Background: an optimization exercise with open tools, aiming at small area and a short achievable clock period. Do not read the settings as production practice.
Only simulation tests tie the RTL to the original design; equivalence was not proved.
Power figures rest on the tool's default switching activity, not on a simulated workload.

## run 1
// logo_key
module logo_key (
  input  logic                      Pclk_Rx,
  input  logic                      reset_n,
  input  logic [2*10-1:0] rx_data,     
  input  logic [2:0]                rx_hvf,      
  input  logic                      reg_wr,
  input  logic [4-1:0] reg_addr,
  input  logic [16-1:0]      reg_data,
  input  logic                      mem_valid,
  input  logic [3*8-1:0]   mem_pixel,   
  output logic [2*10-1:0] tx_data,     
  output logic [2:0]                tx_hvf,      
  output logic                      fetch_req,
  output logic                      fetch_restart
);
Size: roughly 6200 cells after synthesis, about 100000 um2 of cells after synthesis.
clock: 8.0 ns
lec_check: 0
cap_margin: 0
core_margin: 2
core_utilization: 40
cts_cluster_diameter: 80
cts_cluster_size: 22
setup_slack_margin: 5
slew_margin: 0
run.sh (not shown) runs the stock make flow with config.mk's settings and CLKGATE_MAP_FILE= SYNTH_SCRIPT=/design/flow/synth_recipe.tcl, a recipe that flattens the netlist after the stock synthesis.
[inputs] run 2 vs run 1
# run 1
export LEC_CHECK = 0
export CAP_MARGIN = 0
export CORE_MARGIN = 2
export CORE_UTILIZATION = 40
export CTS_CLUSTER_DIAMETER = 80
export CTS_CLUSTER_SIZE = 22
export SETUP_SLACK_MARGIN = 5
export SLEW_MARGIN = 0
create_clock -name core_clock -period 8.0 [get_ports {Pclk_Rx}]
# run 2
export LEC_CHECK = 0
export CAP_MARGIN = 20
export CORE_MARGIN = 2
export CORE_UTILIZATION = 40
export CTS_CLUSTER_DIAMETER = 80
export CTS_CLUSTER_SIZE = 22
export SETUP_SLACK_MARGIN = 4.9
export SLEW_MARGIN = 20
create_clock -name core_clock -period 8.0 [get_ports {Pclk_Rx}]
Notes after the runs:
Both conditions hold for run 2: the flow ran to the end and the final layout passed the timing, DRC and antenna checks. Count of placed standard cells in the final layout, fillers left out ends up lower on run 1. Remaining max-slew budget at the tightest pin: run 2 < run 1. Per the comparison of run 2 with run 1, sequential share of layout area went down 0.22 points; number of buffers added for setup after CTS fell by 9.
Input changes introduced in run 3 (baseline for comparison: run 2):
# run 2
export LEC_CHECK = 0
export CAP_MARGIN = 20
export CORE_MARGIN = 2
export CORE_UTILIZATION = 40
export CTS_CLUSTER_DIAMETER = 80
export CTS_CLUSTER_SIZE = 22
export SETUP_SLACK_MARGIN = 4.9
export SLEW_MARGIN = 20
create_clock -name core_clock -period 8.0 [get_ports {Pclk_Rx}]
# run 3
export LEC_CHECK = 0
export ABC_AREA = 1
export CAP_MARGIN = 20
export CORE_MARGIN = 2
export CORE_UTILIZATION = 40
export CTS_CLUSTER_DIAMETER = 80
export CTS_CLUSTER_SIZE = 22
export SETUP_SLACK_MARGIN = 5
export SLEW_MARGIN = 20
create_clock -name core_clock -period 8.0 [get_ports {Pclk_Rx}]
==> comparison <==
- Compared with run 2, leakage power in run 3 increased by more than 10%.
- Comparing run 2 and run 3, the higher power is on run 3.
- Run 2 → run 3: non-clock buffer count saw a decrease, compound-cell area share of the yosys netlist shrank by 8.0 points, wire length of the first global-routing pass climbed 17 mm.
- Post-synth design cell area is higher on run 3
- Post-place instance area (higher): run 3
### run 3 -> run 4
# run 3
export LEC_CHECK = 0
export ABC_AREA = 1
export CAP_MARGIN = 20
export CORE_MARGIN = 2
export CORE_UTILIZATION = 40
export CTS_CLUSTER_DIAMETER = 80
export CTS_CLUSTER_SIZE = 22
export SETUP_SLACK_MARGIN = 5
export SLEW_MARGIN = 20
create_clock -name core_clock -period 8.0 [get_ports {Pclk_Rx}]
# run 4
export LEC_CHECK = 0
export CAP_MARGIN = 20
export CORE_MARGIN = 2
export CORE_UTILIZATION = 40
export SETUP_SLACK_MARGIN = 5
export SLEW_MARGIN = 20
create_clock -name core_clock -period 8.0 [get_ports {Pclk_Rx}]
Findings:
The global-route usage in run 4 sits 0.60 points above the value recorded for run 3. Of the two values seen for capturing instance or port of the critical path, u_logo_buffer.rd_hi[9]$_SDFF_PN0_ was produced by run 3 and tx_data[13] by run 4. Summary — final cell utilization of the core, run 4 relative to run 3: higher, by 2.0 points. NOTE synthesized area run 3->run 4 decreased by a few percent. Worst relative slew slack for run 4: 2.2 points down relative to run 3. Taking run 3 as the reference point, the die width of run 4 falls by about 2%.
Input-level comparison between run 5 and run 4:
# run 4
export LEC_CHECK = 0
export CAP_MARGIN = 20
export CORE_MARGIN = 2
export CORE_UTILIZATION = 40
export SETUP_SLACK_MARGIN = 5
export SLEW_MARGIN = 20
create_clock -name core_clock -period 8.0 [get_ports {Pclk_Rx}]
# run 5
export LEC_CHECK = 0
export CAP_MARGIN = 20
export CORE_MARGIN = 2
export CORE_UTILIZATION = 50
export CTS_CLUSTER_DIAMETER = 80
export CTS_CLUSTER_SIZE = 22
export SETUP_SLACK_MARGIN = 5
export SLEW_MARGIN = 20
create_clock -name core_clock -period 8.0 [get_ports {Pclk_Rx}]
Results
- Run 5 vs run 4, critical path endpoint: u_logo_buffer.rd_hi[0]$_SDFF_PN0_ vs tx_data[13]
- In terms of footprint of the flip-flops and latches, run 5 and run 4 differ only marginally.
- Sort run 5 and run 4 by area of the die, ascending, and run 5 comes first.
- Compared with run 4, in run 5 power share of the combinational group increased by 1.6 points relative to the old numbers, total power decreased by about 13% relative to the old numbers, sequential share of layout area increased by 3.1 points relative to the old numbers, number of H-tree levels decreased by 1 relative to the old numbers.
- The core of run 5 is more densely filled than that of run 4.
- Of run 5 and run 4, it is run 5 that has the higher setup slack.

========
## main
Starting RTL as in the previous note.
==> flow/design.v (excerpt) <==
module logo_key (
  input  logic                      Pclk_Rx,
  input  logic                      reset_n,
  input  logic [2*10-1:0] rx_data,     
  input  logic [2:0]                rx_hvf,      
  input  logic                      reg_wr,
  input  logic [4-1:0] reg_addr,
  input  logic [16-1:0]      reg_data,
  input  logic                      mem_valid,
  input  logic [3*8-1:0]   mem_pixel,   
  output logic [2*10-1:0] tx_data,     
  output logic [2:0]                tx_hvf,      
  output logic                      fetch_req,
  output logic                      fetch_restart
);
clock: 8.0 ns
lec_check: 0
cap_margin: 20
core_margin: 2
core_utilization: 40
cts_cluster_diameter: 90
cts_cluster_size: 26
setup_slack_margin: 5
slew_margin: 20
What the feature branch does differently from main at the input level:
- CTS_CLUSTER_DIAMETER changed from 90 to 80
- CTS_CLUSTER_SIZE changed from 26 to 22
--- outcome ---
[compare] base=main new=the feature branch: routed length per instance rose 0.14 um; detailed route wirelength on metal2 grew by about 0.6%; signal arrival time at the worst endpoint has decreased.
Final routed wirelength across all metal layers: the feature branch vs main — no meaningful difference
| cell count | main vs the feature branch | ≈ equal |
Compared with main, the feature branch shows a higher overall power consumption.

==> port drivers added, routing unchanged <==
The flow's constraints put no driver on any port. The routed layouts listed below were extracted and timed again, unchanged, in two steps. Step 1 assumes that a clkbuf_16 drives the clock port and a buf_2 every other input. Step 2 moves the port delays by t, midway between the first and last clock arrival at a register: inputs arrive t later, outputs are due t later. That takes back most of the time a late clock gives input paths. Three values: ideal, step 1, step 2; two values: the first two.
| run | t (ns) | setup WS [ns] | hold slack, ns | worst setup path at the end |
|---|---|---|---|---|
| run 1 | 0.935 | 5.027 / 4.925 / 4.184 | 0.374 / 0.374 / 0.374 | input to register |
| run 2 | 0.936 | 4.915 / 4.858 / 4.050 | 0.354 / 0.354 / 0.354 | input to register |
| run 3 | 0.958 | 4.947 / 4.910 / 4.133 | 0.370 / 0.370 / 0.370 | input to register |
| run 4 | 1.036 | 4.952 / 4.851 / 4.063 | 0.357 / 0.357 / 0.357 | input to register |
| run 5 | 0.934 | 4.986 / 4.945 / 4.126 | 0.353 / 0.353 / 0.353 | input to register |
| main | 0.921 | 5.038 / 4.948 / 4.190 | 0.372 / 0.372 / 0.372 | input to register |
| the feature branch | 0.937 | 5.022 / 4.921 / 4.174 | 0.375 / 0.375 / 0.375 | input to register |
After both steps setup and hold are still met in every run listed. For run 4, which loses most, drivers alone change the setup slack by -0.101 ns; drivers and shift together by -0.889 ns.
